From an optimization exercise on the open Yosys and OpenROAD flow, aimed at small area; shortcuts taken in it are not production practice.
RTL that was checked went through simulation tests only; none was proved equivalent to the original.
Power figures rest on the tool's default switching activity, not on a simulated workload.

==> build 28 <==
Design gpio_top, start of the top module:
module gpio_top (
   input  logic        PCLK,
   input  logic        aresetn,
   input  logic        psel_i,
   input  logic        penable_i,
   input  logic        pwrite_i,
   input  logic [7:0]  paddr_i,
   input  logic [31:0] pwdata_i,
   output logic [31:0] prdata_o,
   output logic        pready_o,
   output logic        pslverr_o,
   input  logic [31:0] gpio_in_i,
   output logic [31:0] gpio_out_o,
   output logic [31:0] gpio_oe_o,
   output logic [31:0] int_o,
   output logic        int_or_o
);
==> module gpio_top, before the edit <==
module gpio_top (
   input  logic        PCLK,
   input  logic        aresetn,
   input  logic        psel_i,
   input  logic        penable_i,
   input  logic        pwrite_i,
   input  logic [7:0]  paddr_i,
   input  logic [31:0] pwdata_i,
   output logic [31:0] prdata_o,
   output logic        pready_o,
   output logic        pslverr_o,
   input  logic [31:0] gpio_in_i,
   output logic [31:0] gpio_out_o,
   output logic [31:0] gpio_oe_o,
   output logic [31:0] int_o,
   output logic        int_or_o
);
   localparam int n = gpio_pkg::gpio_max;
   assign pready_o  = 1'b1;
   assign pslverr_o = 1'b0;
   logic          wr_en;
   logic          hit_intr;
   logic          hit_gpin;
   logic          hit_gpout;
   logic [n-1:0]  cfg_sel;
   assign wr_en     = psel_i & penable_i & pwrite_i;
   assign hit_intr  = (paddr_i == gpio_pkg::addr_intr);
   assign hit_gpin  = (paddr_i == gpio_pkg::addr_gpin);
   assign hit_gpout = (paddr_i == gpio_pkg::addr_gpout);
   for (genvar i = 0; i < n; i++)
   begin : g_dec
      assign cfg_sel[i] = ~paddr_i[7] & (paddr_i[6:2] == 5'(i));
   end
   logic [n-1:0] gpin1;
   logic [n-1:0] cur;
   logic [n-1:0] prev;
   always_ff @(posedge PCLK or negedge aresetn)
   begin
      if (!aresetn)
      begin
         gpin1 <= '0;
         cur   <= '0;
      end
      else
      begin
         gpin1 <= gpio_in_i;
         cur   <= gpin1;
      end
   end
   always_ff @(posedge PCLK)
      prev <= cur;
   localparam int gs    = 4;
   localparam int gb    = $clog2(gs);
   localparam int n_grp = n / gs;
   logic [7:0]       cfg_q [n];
   logic [n_grp-1:0] grp_hit;
   logic [n_grp-1:0] grp_ok;
   logic [gs-1:0]    pos_hit;
   logic [7:0]       cfg_d [gs];
   logic [n-1:0]     cfg_ok;
   logic [n-1:0]     out_en;
   logic [n-1:0]     in_en;
   logic [n-1:0]     oe_en;
   logic [n-1:0]     int_en;
   for (genvar p = 0; p < gs; p++)
   begin : g_pos
      assign pos_hit[p] = (paddr_i[2 +: gb] == gb'(p));
      assign cfg_d[p]   = pwdata_i[7:0] & {8{pos_hit[p]}};
   end
   for (genvar g = 0; g < n_grp; g++)
   begin : g_grp
      assign grp_hit[g] = wr_en & ~paddr_i[7] & (paddr_i[6:2+gb] == (5-gb)'(g));
      always_ff @(posedge PCLK or negedge aresetn)
      begin
         if (!aresetn)
            grp_ok[g] <= 1'b0;
         else
            grp_ok[g] <= grp_ok[g] | grp_hit[g];
      end
   end
   for (genvar i = 0; i < n; i++)
   begin : g_cfg
      always_ff @(posedge PCLK)
      begin
         if (grp_hit[i/gs] && (pos_hit[i%gs] || !grp_ok[i/gs]))
            cfg_q[i] <= cfg_d[i%gs];
      end
      assign cfg_ok[i] = grp_ok[i/gs];
      assign out_en[i] = cfg_q[i][0] & cfg_ok[i];
      assign in_en[i]  = cfg_q[i][1] & cfg_ok[i];
      assign oe_en[i]  = cfg_q[i][2] & cfg_ok[i];
      assign int_en[i] = cfg_q[i][3] & cfg_ok[i];
   end
   logic [n-1:0] gpout_q;
   logic         gpout_ok;
   always_ff @(posedge PCLK)
   begin
      if (wr_en && hit_gpout)
         gpout_q <= pwdata_i;
   end
   always_ff @(posedge PCLK or negedge aresetn)
   begin
      if (!aresetn)
         gpout_ok <= 1'b0;
      else
         gpout_ok <= gpout_ok | (wr_en & hit_gpout);
   end
   assign gpio_out_o = gpout_q & out_en & {n{gpout_ok}};
   assign gpio_oe_o  = oe_en & out_en;
   logic [n-1:0] clear;
   logic [n-1:0] pos_q;
   logic [n-1:0] neg_q;
   assign clear = {n{wr_en & hit_intr}} & pwdata_i;
   always_ff @(posedge PCLK)
   begin
      pos_q <= int_en & ((cur & ~prev) | (pos_q & ~clear));
      neg_q <= int_en & ((~cur & prev) | (neg_q & ~clear));
   end
   for (genvar i = 0; i < n; i++)
   begin : g_sel
      logic [2:0] int_type;
      logic       sel;
      assign int_type = cfg_q[i][7:5];
      always_comb
      begin
         case (int_type)
            gpio_pkg::int_level_high: sel = prev[i];
            gpio_pkg::int_level_low:  sel = ~prev[i];
            gpio_pkg::int_edge_pos:   sel = pos_q[i];
            gpio_pkg::int_edge_neg:   sel = neg_q[i];
            gpio_pkg::int_edge_both:  sel = pos_q[i] | neg_q[i];
            default:                  sel = 1'b0;
         endcase
      end
      assign int_o[i] = sel & int_en[i];
   end
   assign int_or_o = |int_o;
   logic [n-1:0] intr_q;
   logic         intr_ok;
   logic [n-1:0] intr;
   logic         clear_cycle;
   always_ff @(posedge PCLK or negedge aresetn)
   begin
      if (!aresetn)
         intr_ok <= 1'b0;
      else
         intr_ok <= 1'b1;
   end
   assign intr        = intr_q & {n{intr_ok}};
   assign clear_cycle = |clear;
   always_ff @(posedge PCLK)
   begin
      if (clear_cycle)
         intr_q <= intr & ~clear;
      else
         intr_q <= int_o;
   end
   logic [7:0] cfg_rd;
   always_comb
   begin
      cfg_rd = '0;
      for (int i = 0; i < n; i++)
         cfg_rd = cfg_rd | (cfg_q[i] & {8{cfg_sel[i] & cfg_ok[i]}});
   end
   assign prdata_o = {24'h0, cfg_rd}
                   | (intr & {n{hit_intr}})
                   | (prev & in_en & {n{hit_gpin}})
                   | (gpout_q & {n{hit_gpout & gpout_ok}});
endmodule
==> flow/config.mk <==
export PLATFORM = sky130hd
export DESIGN_NAME = gpio_top
export DESIGN_NICKNAME = gpio_top
export VERILOG_FILES = /design/flow/design.v
export SDC_FILE = /design/flow/constraint.sdc
export NUM_CORES = 4
export LEC_CHECK = 0
export CAP_MARGIN = 20
export CORE_MARGIN = 2
export CORE_UTILIZATION = 40
export SETUP_SLACK_MARGIN = 0.2
export SLEW_MARGIN = 20
==> flow/constraint.sdc <==
create_clock -name core_clock -period 5.0 [get_ports {PCLK}]
set_input_delay 1.0000 -clock core_clock [delete_from_list [all_inputs] [get_ports {PCLK}]]
set_output_delay 1.0000 -clock core_clock [all_outputs]
set_load 0.01 [all_outputs]
standard.sh (not shown) runs the stock make flow with config.mk's settings and CLKGATE_MAP_FILE= SYNTH_SCRIPT=/design/flow/synth_recipe.tcl, a recipe that flattens the netlist after the stock synthesis.
==> flow/flow/run.sh <==
#!/bin/bash
# Standard layout, with the port buffers made from the smallest buffer and a
# clock tree of larger sink clusters without dummy loads.
set -euo pipefail
export BUFFER_PORTS_ARGS="-buffer_cell sky130_fd_sc_hd__buf_1"
export CTS_ARGS="-sink_clustering_enable -repair_clock_nets -dont_use_dummy_load -sink_clustering_size 14 -sink_clustering_max_diameter 50 -buf_list {sky130_fd_sc_hd__clkbuf_4 sky130_fd_sc_hd__clkbuf_8}"
export RECOVER_POWER=100
bash standard.sh > standard_flow.log 2>&1
==> trial 96 (differences from build 28) <==
--- a/flow/design.v
+++ b/flow/design.v
@@ -62,6 +62,6 @@
    always_ff @(posedge PCLK)
       prev <= cur;
-   localparam int gs    = 4;
-   localparam int gb    = $clog2(gs);
+   localparam int gs    = 4;    
+   localparam int gb    = 2;    
    localparam int n_grp = n / gs;
    logic [7:0]       cfg_q [n];
--- a/flow/flow/run.sh
+++ b/flow/flow/run.sh
@@ -5,4 +5,3 @@
 export BUFFER_PORTS_ARGS="-buffer_cell sky130_fd_sc_hd__buf_1"
 export CTS_ARGS="-sink_clustering_enable -repair_clock_nets -dont_use_dummy_load -sink_clustering_size 14 -sink_clustering_max_diameter 50 -buf_list {sky130_fd_sc_hd__clkbuf_4 sky130_fd_sc_hd__clkbuf_8}"
-export RECOVER_POWER=100
 bash standard.sh > standard_flow.log 2>&1
Settings changed: CORE_UTILIZATION 40 to 65, SETUP_SLACK_MARGIN 0.2 to 0.1.
==> out/results.txt <==
The share of cell area taken by multi-input logic gates came out at 32.8%. The run gives 402 as the tapcell count. The final period demand of the worst path was 4810 ps; the worst-case setup margin in the final layout was 194 ps.

The die covers 33,900 um2. After routing the design area is 23,100 um2. The worst-case IR drop observed on VDD is 0.000316 V.

The tools report the static power due to leakage as 7.81 nW. For the worst relative slew slack, the log shows 24.5%. Max-cap violations in this run came to 0. The flow ran to the end and the layout has no timing, DRC or antenna violations.
Source of the figures above: trial 96

==> out/results.txt <==
The floorplan step defined a die boundary enclosing 54,500 um2. The combined global-route utilization of all metal layers is 38.4%, and the tapcell count is 688. Setup violations remaining at the end of the flow were counted as 2. The largest total area in the synthesized netlist belongs to sky130_fd_sc_hd__edfxtp_1. The checks that failed were capacitance limit, slew limit, setup timing.

1,287 cells are multi-input combinational gates. The run finished, with violations left. The worst-case setup margin in the final layout was -59.3 ps. Across the run, the number of max-cap violations was 2. Dividing the final minimum period by the clock period gives 101%. The logs give 71 for the final-report max-slew violation count and 198 MHz for the achievable frequency.

Using the TritonRoute via totals, the vias-per-cell ratio works out to 6.38. The sequential share of cell area was 54.9%. The share of cell area taken by multi-input logic gates is 31.9%. The switching share of total power was 27.7%; the final period demand of the worst path was 5060 ps.

After routing the design area is 23,800 um2. Maximum VDD drop: 0.000238 V. The tools report the standard-cell row count as 84.
Source of the figures above: build 28

The RTL of build 28 was laid out without a check of its function.

## port drivers added, routing unchanged
The results above use ideal ports. As a check the final layouts listed here were re-extracted and re-timed, cells and wires unchanged.
Step 1 assumes that a clkbuf_16 drives the clock port and a buf_2 every other input.
Step 2 adds t to the input delays and takes it off the output delays; t is the mean of the earliest and latest rising clock arrival at the registers after step 1. Input paths then give back, and output paths get back, about the clock's delay inside the block.
a / b / c = ideal / step 1 / step 2; a / b = the first two.
| run | t, ns | slack for setup (ns) | hold slack, ns | worst register clock-pin slew, ns | cell pins on the clock port's net |
|---|---|---|---|---|---|
| build 28 | 0.702 | -0.059 / -0.117 / -0.347 | 0.343 / 0.343 / 0.343 | 0.10 / 0.10 | 1 |
| trial 96 | 0.655 | 0.194 / 0.171 / 0.171 | 0.331 / 0.331 / 0.331 | 0.10 / 0.10 | 1 |
The setup slack of build 28, which loses most, moves by -0.058 ns with the drivers and by -0.288 ns with both steps.
